Context: an optimization exercise on an open-source flow, tuned for small area and a short achievable clock period. The choices shown serve that exercise and are no tape-out recipe.
The RTL was checked by simulation tests, not by an equivalence proof against the original design.

## flow/config.mk

```make
export PLATFORM = sky130hd
export DESIGN_NAME = fmul_pipe
export DESIGN_NICKNAME = fmul_pipe
export VERILOG_FILES = /design/flow/design.v
export SDC_FILE = /design/flow/constraint.sdc
export NUM_CORES = 4
export LEC_CHECK = 0
export CAP_MARGIN = 20
export CORE_MARGIN = 2
export CORE_UTILIZATION = 40
export SLEW_MARGIN = 20
```

## flow/constraint.sdc

```tcl
create_clock -name core_clock -period 7.5 [get_ports {clk}]
set_input_delay 1.5000 -clock core_clock [delete_from_list [all_inputs] [get_ports {clk}]]
set_output_delay 1.5000 -clock core_clock [all_outputs]
set_load 0.01 [all_outputs]
```

## flow/design.v

```verilog
`default_nettype none
package fmul_pkg;
   localparam int word_w = 32;
   localparam int exp_w  = 8;
   localparam int frac_w = 23;
   localparam int mant_w = 24;
   localparam int prod_w = 48;
   localparam int expi_w = 10;
   localparam logic [exp_w-1:0] exp_max = 8'd255;
   localparam logic [expi_w-1:0] bias_adj = 10'd126;
   localparam int stage_count = 4;
   typedef enum logic [2:0] {
      spec_none     = 3'd0,
      spec_nan_b    = 3'd1,
      spec_nan_a    = 3'd2,
      spec_zero_inf = 3'd3,
      spec_inf      = 3'd4
   } spec_t;
endpackage
`default_nettype wire
`default_nettype none
`timescale 1ns/100ps
module fmul_unpack (
   input  logic                          clk,
   input  logic                          rst_n,
   input  logic                          in_valid,
   input  logic [fmul_pkg::word_w-1:0]   a,
   input  logic [fmul_pkg::word_w-1:0]   b,
   output logic                          s1_valid,
   output logic                          s1_sign,
   output logic [fmul_pkg::mant_w-1:0]   s1_mant_a,
   output logic [fmul_pkg::mant_w-1:0]   s1_mant_b,
   output logic [fmul_pkg::exp_w-1:0]    s1_exp_a,
   output logic [fmul_pkg::exp_w-1:0]    s1_exp_b,
   output fmul_pkg::spec_t               s1_class,
   output logic [fmul_pkg::word_w-1:0]   s1_payload
);
   logic [fmul_pkg::exp_w-1:0]  exp_a;
   logic [fmul_pkg::exp_w-1:0]  exp_b;
   logic [fmul_pkg::frac_w-1:0] frac_a;
   logic [fmul_pkg::frac_w-1:0] frac_b;
   logic                        sign;
   logic                        nan_a;
   logic                        nan_b;
   logic                        inf_a;
   logic                        inf_b;
   logic                        zero_a;
   logic                        zero_b;
   fmul_pkg::spec_t             cls;
   logic [fmul_pkg::word_w-1:0] special;
   assign exp_a  = a[fmul_pkg::word_w-2 -: fmul_pkg::exp_w];
   assign exp_b  = b[fmul_pkg::word_w-2 -: fmul_pkg::exp_w];
   assign frac_a = a[fmul_pkg::frac_w-1:0];
   assign frac_b = b[fmul_pkg::frac_w-1:0];
   assign sign   = a[fmul_pkg::word_w-1] ^ b[fmul_pkg::word_w-1];
   assign nan_a  = (exp_a == fmul_pkg::exp_max) && (frac_a != '0);
   assign nan_b  = (exp_b == fmul_pkg::exp_max) && (frac_b != '0);
   assign inf_a  = (exp_a == fmul_pkg::exp_max) && (frac_a == '0);
   assign inf_b  = (exp_b == fmul_pkg::exp_max) && (frac_b == '0);
   assign zero_a = (exp_a == '0) && (frac_a == '0);
   assign zero_b = (exp_b == '0) && (frac_b == '0);
   always_comb begin
      special = {sign, fmul_pkg::exp_max, {fmul_pkg::frac_w{1'b0}}};
      if (nan_b) begin
         cls     = fmul_pkg::spec_nan_b;
         special = {b[fmul_pkg::word_w-1], fmul_pkg::exp_max, 1'b1,
                    frac_b[fmul_pkg::frac_w-2:0]};
      end else if (nan_a) begin
         cls     = fmul_pkg::spec_nan_a;
         special = {a[fmul_pkg::word_w-1], fmul_pkg::exp_max, 1'b1,
                    frac_a[fmul_pkg::frac_w-2:0]};
      end else if ((inf_a && zero_b) || (inf_b && zero_a)) begin
         cls     = fmul_pkg::spec_zero_inf;
         special = {1'b1, fmul_pkg::exp_max, 1'b1, {(fmul_pkg::frac_w-1){1'b0}}};
      end else if (inf_a || inf_b) begin
         cls     = fmul_pkg::spec_inf;
      end else begin
         cls     = fmul_pkg::spec_none;
      end
   end
   always_ff @(posedge clk or negedge rst_n) begin
      if (!rst_n) begin
         s1_valid <= 1'b0;
      end else begin
         s1_valid <= in_valid;
      end
   end
   always_ff @(posedge clk) begin
      s1_sign    <= sign;
      s1_mant_a  <= {|exp_a, frac_a};
      s1_mant_b  <= {|exp_b, frac_b};
      s1_exp_a   <= (exp_a == '0) ? {{(fmul_pkg::exp_w-1){1'b0}}, 1'b1} : exp_a;
      s1_exp_b   <= (exp_b == '0) ? {{(fmul_pkg::exp_w-1){1'b0}}, 1'b1} : exp_b;
      s1_class   <= cls;
      s1_payload <= special;
   end
endmodule
`default_nettype wire
`default_nettype none
`timescale 1ns/100ps
module fmul_mant_mult (
   input  logic                          clk,
   input  logic                          rst_n,
   input  logic                          s1_valid,
   input  logic                          s1_sign,
   input  logic [fmul_pkg::mant_w-1:0]   s1_mant_a,
   input  logic [fmul_pkg::mant_w-1:0]   s1_mant_b,
   input  logic [fmul_pkg::exp_w-1:0]    s1_exp_a,
   input  logic [fmul_pkg::exp_w-1:0]    s1_exp_b,
   input  fmul_pkg::spec_t               s1_class,
   input  logic [fmul_pkg::word_w-1:0]   s1_payload,
   output logic                          s2_valid,
   output logic                          s2_sign,
   output logic [fmul_pkg::prod_w-1:0]   s2_prod,
   output logic [fmul_pkg::expi_w-1:0]   s2_exp_sum,
   output fmul_pkg::spec_t               s2_class,
   output logic [fmul_pkg::word_w-1:0]   s2_payload
);
   logic [fmul_pkg::prod_w-1:0] prod;
   logic [fmul_pkg::expi_w-1:0] exp_sum;
   assign prod    = {{fmul_pkg::mant_w{1'b0}}, s1_mant_a} * {{fmul_pkg::mant_w{1'b0}}, s1_mant_b};
   assign exp_sum = {{(fmul_pkg::expi_w-fmul_pkg::exp_w){1'b0}}, s1_exp_a}
                  + {{(fmul_pkg::expi_w-fmul_pkg::exp_w){1'b0}}, s1_exp_b}
                  - fmul_pkg::bias_adj;
   always_ff @(posedge clk or negedge rst_n) begin
      if (!rst_n) begin
         s2_valid <= 1'b0;
      end else begin
         s2_valid <= s1_valid;
      end
   end
   always_ff @(posedge clk) begin
      s2_sign    <= s1_sign;
      s2_prod    <= prod;
      s2_exp_sum <= exp_sum;
      s2_class   <= s1_class;
      s2_payload <= s1_payload;
   end
endmodule
`default_nettype wire
`default_nettype none
`timescale 1ns/100ps
module fmul_normalize (
   input  logic                                        clk,
   input  logic                                        rst_n,
   input  logic                                        s2_valid,
   input  logic                                        s2_sign,
   input  logic [fmul_pkg::prod_w-1:0]                 s2_prod,
   input  logic [fmul_pkg::expi_w-1:0]                 s2_exp_sum,
   input  fmul_pkg::spec_t                             s2_class,
   input  logic [fmul_pkg::word_w-1:0]                 s2_payload,
   output logic                                        s3_valid,
   output logic                                        s3_sign,
   output logic [fmul_pkg::prod_w+fmul_pkg::frac_w-1:0] s3_mant,
   output logic [fmul_pkg::exp_w-1:0]                  s3_exp,
   output logic [fmul_pkg::exp_w-1:0]                  s3_exp_inc,
   output fmul_pkg::spec_t                             s3_class,
   output logic [fmul_pkg::word_w-1:0]                 s3_payload
);
   logic [fmul_pkg::expi_w-1:0]                 lz;
   logic [fmul_pkg::prod_w-1:0]                 prod_sh;
   logic [fmul_pkg::expi_w-1:0]                 exp_t;
   logic [fmul_pkg::expi_w-1:0]                 exp_t_inc;
   logic [fmul_pkg::expi_w-1:0]                 rshift;
   logic [fmul_pkg::prod_w+fmul_pkg::frac_w-1:0] mant_wide;
   logic [fmul_pkg::prod_w+fmul_pkg::frac_w-1:0] mant_al;
   function automatic logic [fmul_pkg::exp_w-1:0] sat_exp(
      input logic [fmul_pkg::expi_w-1:0] e
   );
      if (e[fmul_pkg::expi_w-1]) begin
         sat_exp = '0;
      end else if (|e[fmul_pkg::expi_w-2:fmul_pkg::exp_w]) begin
         sat_exp = fmul_pkg::exp_max;
      end else begin
         sat_exp = e[fmul_pkg::exp_w-1:0];
      end
   endfunction
   always_comb begin
      lz = fmul_pkg::expi_w'(fmul_pkg::prod_w);
      for (int i = 0; i < fmul_pkg::prod_w; i++) begin
         if (s2_prod[i]) begin
            lz = fmul_pkg::expi_w'(fmul_pkg::prod_w - 1 - i);
         end
      end
   end
   assign prod_sh   = s2_prod << lz;
   assign exp_t     = s2_exp_sum - lz;
   assign exp_t_inc = exp_t + 1'b1;
   assign rshift    = 1'b1 - exp_t;
   assign mant_wide = {prod_sh, {fmul_pkg::frac_w{1'b0}}};
   always_comb begin
      if (exp_t[fmul_pkg::expi_w-1]) begin
         mant_al = mant_wide >> rshift;
      end else if (exp_t == '0) begin
         mant_al = mant_wide >> 1;
      end else begin
         mant_al = mant_wide;
      end
   end
   always_ff @(posedge clk or negedge rst_n) begin
      if (!rst_n) begin
         s3_valid <= 1'b0;
      end else begin
         s3_valid <= s2_valid;
      end
   end
   always_ff @(posedge clk) begin
      s3_sign    <= s2_sign;
      s3_mant    <= mant_al;
      s3_exp     <= sat_exp(exp_t);
      s3_exp_inc <= sat_exp(exp_t_inc);
      s3_class   <= s2_class;
      s3_payload <= s2_payload;
   end
endmodule
`default_nettype wire
`default_nettype none
`timescale 1ns/100ps
module fmul_round_pack (
   input  logic                                        clk,
   input  logic                                        rst_n,
   input  logic                                        s3_valid,
   input  logic                                        s3_sign,
   input  logic [fmul_pkg::prod_w+fmul_pkg::frac_w-1:0] s3_mant,
   input  logic [fmul_pkg::exp_w-1:0]                  s3_exp,
   input  logic [fmul_pkg::exp_w-1:0]                  s3_exp_inc,
   input  fmul_pkg::spec_t                             s3_class,
   input  logic [fmul_pkg::word_w-1:0]                 s3_payload,
   output logic                                        out_valid,
   output logic [fmul_pkg::word_w-1:0]                 y,
   output logic                                        ovf
);
   logic [fmul_pkg::mant_w-1:0] keep;
   logic                        rbit;
   logic [fmul_pkg::mant_w:0]   rnd;
   logic [fmul_pkg::exp_w-1:0]  exp_fin;
   logic                        ordinary;
   logic                        ovf_next;
   logic [fmul_pkg::word_w-1:0] y_next;
   assign keep = s3_mant[$bits(s3_mant)-1 -: fmul_pkg::mant_w];
   assign rbit = s3_mant[$bits(s3_mant)-1-fmul_pkg::mant_w];
   assign rnd = {1'b0, keep} + {{fmul_pkg::mant_w{1'b0}}, rbit};
   always_comb begin
      if (rnd[fmul_pkg::mant_w]) begin
         exp_fin = s3_exp_inc;
      end else if (rnd[fmul_pkg::mant_w-1] && (s3_exp == '0)) begin
         exp_fin = {{(fmul_pkg::exp_w-1){1'b0}}, 1'b1};
      end else if (rnd[fmul_pkg::mant_w-1:0] == '0) begin
         exp_fin = '0;
      end else begin
         exp_fin = s3_exp;
      end
   end
   assign ordinary = (s3_class == fmul_pkg::spec_none);
   assign ovf_next = s3_valid && ordinary && (exp_fin == fmul_pkg::exp_max);
   always_comb begin
      if (!ordinary) begin
         y_next = s3_payload;
      end else if (exp_fin == fmul_pkg::exp_max) begin
         y_next = {s3_sign, fmul_pkg::exp_max, {fmul_pkg::frac_w{1'b0}}};
      end else begin
         y_next = {s3_sign, exp_fin, rnd[fmul_pkg::frac_w-1:0]};
      end
   end
   always_ff @(posedge clk or negedge rst_n) begin
      if (!rst_n) begin
         out_valid <= 1'b0;
         ovf       <= 1'b0;
      end else begin
         out_valid <= s3_valid;
         ovf       <= ovf_next;
      end
   end
   always_ff @(posedge clk) begin
      y <= y_next;
   end
endmodule
`default_nettype wire
`default_nettype none
`timescale 1ns/100ps
module fmul_pipe (
   input  logic                        clk,
   input  logic                        rst_n,
   input  logic                        in_valid,
   input  logic [fmul_pkg::word_w-1:0] a,
   input  logic [fmul_pkg::word_w-1:0] b,
   output logic                        out_valid,
   output logic [fmul_pkg::word_w-1:0] y,
   output logic                        ovf
);
   logic                        s1_valid;
   logic                        s1_sign;
   logic [fmul_pkg::mant_w-1:0] s1_mant_a;
   logic [fmul_pkg::mant_w-1:0] s1_mant_b;
   logic [fmul_pkg::exp_w-1:0]  s1_exp_a;
   logic [fmul_pkg::exp_w-1:0]  s1_exp_b;
   fmul_pkg::spec_t             s1_class;
   logic [fmul_pkg::word_w-1:0] s1_payload;
   logic                        s2_valid;
   logic                        s2_sign;
   logic [fmul_pkg::prod_w-1:0] s2_prod;
   logic [fmul_pkg::expi_w-1:0] s2_exp_sum;
   fmul_pkg::spec_t             s2_class;
   logic [fmul_pkg::word_w-1:0] s2_payload;
   logic                                        s3_valid;
   logic                                        s3_sign;
   logic [fmul_pkg::prod_w+fmul_pkg::frac_w-1:0] s3_mant;
   logic [fmul_pkg::exp_w-1:0]                  s3_exp;
   logic [fmul_pkg::exp_w-1:0]                  s3_exp_inc;
   fmul_pkg::spec_t                             s3_class;
   logic [fmul_pkg::word_w-1:0]                 s3_payload;
   fmul_unpack fmul_unpack_i (
      .clk        (clk),
      .rst_n      (rst_n),
      .in_valid   (in_valid),
      .a          (a),
      .b          (b),
      .s1_valid   (s1_valid),
      .s1_sign    (s1_sign),
      .s1_mant_a  (s1_mant_a),
      .s1_mant_b  (s1_mant_b),
      .s1_exp_a   (s1_exp_a),
      .s1_exp_b   (s1_exp_b),
      .s1_class   (s1_class),
      .s1_payload (s1_payload)
   );
   fmul_mant_mult fmul_mant_mult_i (
      .clk        (clk),
      .rst_n      (rst_n),
      .s1_valid   (s1_valid),
      .s1_sign    (s1_sign),
      .s1_mant_a  (s1_mant_a),
      .s1_mant_b  (s1_mant_b),
      .s1_exp_a   (s1_exp_a),
      .s1_exp_b   (s1_exp_b),
      .s1_class   (s1_class),
      .s1_payload (s1_payload),
      .s2_valid   (s2_valid),
      .s2_sign    (s2_sign),
      .s2_prod    (s2_prod),
      .s2_exp_sum (s2_exp_sum),
      .s2_class   (s2_class),
      .s2_payload (s2_payload)
   );
   fmul_normalize fmul_normalize_i (
      .clk        (clk),
      .rst_n      (rst_n),
      .s2_valid   (s2_valid),
      .s2_sign    (s2_sign),
      .s2_prod    (s2_prod),
      .s2_exp_sum (s2_exp_sum),
      .s2_class   (s2_class),
      .s2_payload (s2_payload),
      .s3_valid   (s3_valid),
      .s3_sign    (s3_sign),
      .s3_mant    (s3_mant),
      .s3_exp     (s3_exp),
      .s3_exp_inc (s3_exp_inc),
      .s3_class   (s3_class),
      .s3_payload (s3_payload)
   );
   fmul_round_pack fmul_round_pack_i (
      .clk        (clk),
      .rst_n      (rst_n),
      .s3_valid   (s3_valid),
      .s3_sign    (s3_sign),
      .s3_mant    (s3_mant),
      .s3_exp     (s3_exp),
      .s3_exp_inc (s3_exp_inc),
      .s3_class   (s3_class),
      .s3_payload (s3_payload),
      .out_valid  (out_valid),
      .y          (y),
      .ovf        (ovf)
   );
endmodule
`default_nettype wire
```

## flow/run.sh

```bash
#!/bin/bash
# synth_recipe.tcl (not shown) runs the flow's synth.tcl, then flattens the netlist and writes it again
# the make line also repeats each setting of config.mk as NAME=value (left out here)
make -C /OpenROAD-flow-scripts/flow DESIGN_CONFIG=/design/flow/config.mk WORK_HOME=/design/flow/orfs CLKGATE_MAP_FILE= SYNTH_SCRIPT=/design/flow/synth_recipe.tcl finish
```

==> reports/results.ini <==
[cts]
cts-buffers-inserted=30
htree_levels=1
cts.path.max_buffers=3
root_buffer=clkbuf_16
insertion_delay_ps=590
cts_tree=done
post_cts_buffers=0
clock_sinks=284
clk_pin_slew_ps=60

[synth]
ys_seq_elements=284
synth_area_per_cell_um2=8.74
syn_nets=4543
synth_edf_count=0
syn_area_um2=33200
synthArstFlopShare_pct=1.76
synthCells=3797
synth_warnings=4
seq_area_frac_synth_pct=17.2
ys.flop_type=dfxtp_1
yosysUniqueCellTypes=97

[worst_hold_path]
worstHoldPathType=register to register

[timing]
period_needed_ps=7170
skew_ps=28.0
slew_headroom_pct=25.8
tns_ps=0
post-route-period-util_pct=95.6
maxSlewViolCount=0
max_freq_mhz=140
worst_pin_slew_ps=1100
hold_viol_final=0
finalSetupViolCount=0

[global_routing]
antenna_found_initial=3
grt_pass1_vias=27539
grt_max_degree=54
grt_pass1_wl_mm=159
globalRouteOverflowTotal=0
grt_usage_pct=23.7

[setup_path]
worstSetupEndpointType=register
crit_slowest_cell=fa_1
cp.required_ps=8010
cpPeakStageDelay_ps=550
worstPathArrival_ps=7670
path_class=register to register
setup.worst_path.start_class=register
cp_max_fo=21
cp_common_cell=fa_1

[floorplanning]
initial_utilization_pct=40.4
die_area_um2=85300
chipHeight_um=292
core_area_um2=82100
rows=105
ios=101
die_width_um=292

[layout]
area_growth_pct=11.4
layout.nets=4589
layout-drive-gt1-share_pct=8.28
layout_common_cells=523 x inv_1, 502 x nand2_1, 484 x fa_1
antenna-diode-count=0
final_common_cell=inv_1

[flow_run]
max_cap_violations=0

[route]
drt-total-wl_mm=102
ant_nets=0
wire_per_inst_um=20.6
drt_iter0_drc=2386
dr.pass1.iters=5
vias=27582
remaining_drc_errors=0
vias_per_cell=5.59

[placement]
globalplace.congestion=0.995
dp_hpwl_mm=82.3
port_buffers=100

[run_status]
status=complete, no violations

Yosys cell counts (all sizes together), types with 46 or more instances:
| master | number | area share (%) |
|---|---|---|
| inv | 527 | 6.0 |
| xnor2 | 65 | 1.7 |
| clkbuf | 185 | 2.1 |
| nand3 | 85 | 1.3 |
| and2 | 258 | 4.9 |
| mux2i | 47 | 1.4 |
| nor3 | 58 | 0.87 |
| o21ai | 103 | 1.6 |
| fa | 484 | 29 |
| nor4 | 46 | 0.94 |
| dfxtp | 279 | 17 |
| nand2 | 503 | 5.7 |
| a21oi | 142 | 2.2 |
| o211ai | 46 | 1.0 |
| ha | 195 | 7.3 |
| nor2 | 165 | 2.0 |
stage by stage:
| stage | area (um^2) | setup WS, ps | util [%] | cells | hold WS, ps |
|---|---|---|---|---|---|
| after floorplan | 33200 | 438 | - | 3797 | 310 |
| after global placement | 35800 | -11.0 | 43.6 | 4880 | 310 |
| after detailed placement | 35800 | -171 | 43.6 | 4880 | 312 |
| after CTS | 36800 | 17.8 | 44.8 | 4934 | 326 |
| after global routing | 37000 | -6.39 | 45.1 | 4935 | 330 |
| final | 37000 | 332 | 45.1 | 4935 | 326 |
path summary, 6_finish.rpt:
path                                                         from                                endpoint  slack (ps)  depth (start not counted)
setup reg to reg              fmul_unpack_i.s1_mant_a[17]$_DFF_P_    fmul_mant_mult_i.s2_prod[47]$_DFF_P_         330                         26
max in group asynchronous                                   rst_n   fmul_round_pack_i.out_valid$_DFF_PN0_        6170                          1
hold / removal             fmul_mant_mult_i.s2_payload[8]$_DFF_P_  fmul_normalize_i.s3_payload[8]$_DFF_P_         330                          0
min in group asynchronous                                   rst_n         fmul_round_pack_i.ovf$_DFF_PN0_        1150                          1
hold reg to reg            fmul_mant_mult_i.s2_payload[8]$_DFF_P_  fmul_normalize_i.s3_payload[8]$_DFF_P_         330                          0
setup / recovery              fmul_unpack_i.s1_mant_a[17]$_DFF_P_    fmul_mant_mult_i.s2_prod[47]$_DFF_P_         330                         26
logic make-up (layout without fill, tap and decap cells):
group	after synthesis	count (layout)	synth area share, %
AO/OA/AOI/OAI	652	652	13.6
XOR/XNOR	92	92	2.43
adder cells (fa/ha/maj)	679	679	36.5
buffers and inverters	751	819	8.67
flip-flops	284	284	17.2
multiplexers	88	88	3.25
AND/OR/NAND/NOR	1251	1251	18.3
flip-flops by register name, indices dropped and copies added, names as in the netlist, 24 cells and up:
name	flops
fmul_mant_mult_i.s2_prod	48
fmul_round_pack_i.y	32
fmul_normalize_i.s3_mant	25
fmul_mant_mult_i.s2_payload	24
fmul_normalize_i.s3_payload	24
fmul_unpack_i.s1_mant_a	24
fmul_unpack_i.s1_mant_b	24
fmul_unpack_i.s1_payload	24
area by class of cell:
cell class / count / area, um^2
Timing Repair Buffer: 237 / 2200
Sequential cell: 284 / 5750
Clock buffer: 42 / 876
Inverter: 528 / 1980
Multi-Input combinational cell: 2762 / 24700
Clock inverter: 12 / 154
Tap cell: 1070 / 1340
Fill cell: 8101 / 45100
metal layers:
layer,share of wire (%),vias to the layer above,global-route usage [%]
met3,6.7,175,2.85
met4,2.7,2,6.24
li1,-,12592,-
met1,44,13753,33.2
met5,0.013,-,0
met2,47,1060,38.9
worst max-delay path: cells and delay by family, from the launching register on:
family	cells	cell delay, ps
flip-flops	1	430
AND/OR/NAND/NOR	1	100
adder cells (fa/ha/maj)	8	3860
XOR/XNOR	1	140
AO/OA/AOI/OAI	12	2220
buffers and inverters	4	350
repair_timing:
item                                   in CTS  in global routing
resized for setup                           5                 52
setup endpoints to repair                   2                  7
endpoints found under the hold margin       0                  0
hold buffers                                0                  0
cloned                                      0                  1
pin swaps                                   0                  3

static timing again, ports no longer ideal:
No port has a modelled driver above. Below, the same layout with a new extraction and two added sets of constraints. Step 1: set_driving_cell puts a clkbuf_16 on clk and a buf_2 on each other input, an assumption about the parent block. Step 2, shift: input delay + t, output delay - t, t = (earliest + latest rising clock arrival at the registers) / 2. This alone moves slack from input paths to output paths. a / b / c = ideal / step 1 / step 2; a / b = the first two.
t, ns: 0.642
setup slack, ns: 0.332 / 0.332 / 0.332
worst hold slack (ns): 0.326 / 0.326 / 0.326
latest minus earliest clock arrival (ns): 0.028 / 0.028
cell pins on the clock port's net: 1
After both steps setup and hold are still met in this run. For this run, drivers alone change the setup slack by 0.000 ns; drivers and shift together by 0.000 ns.
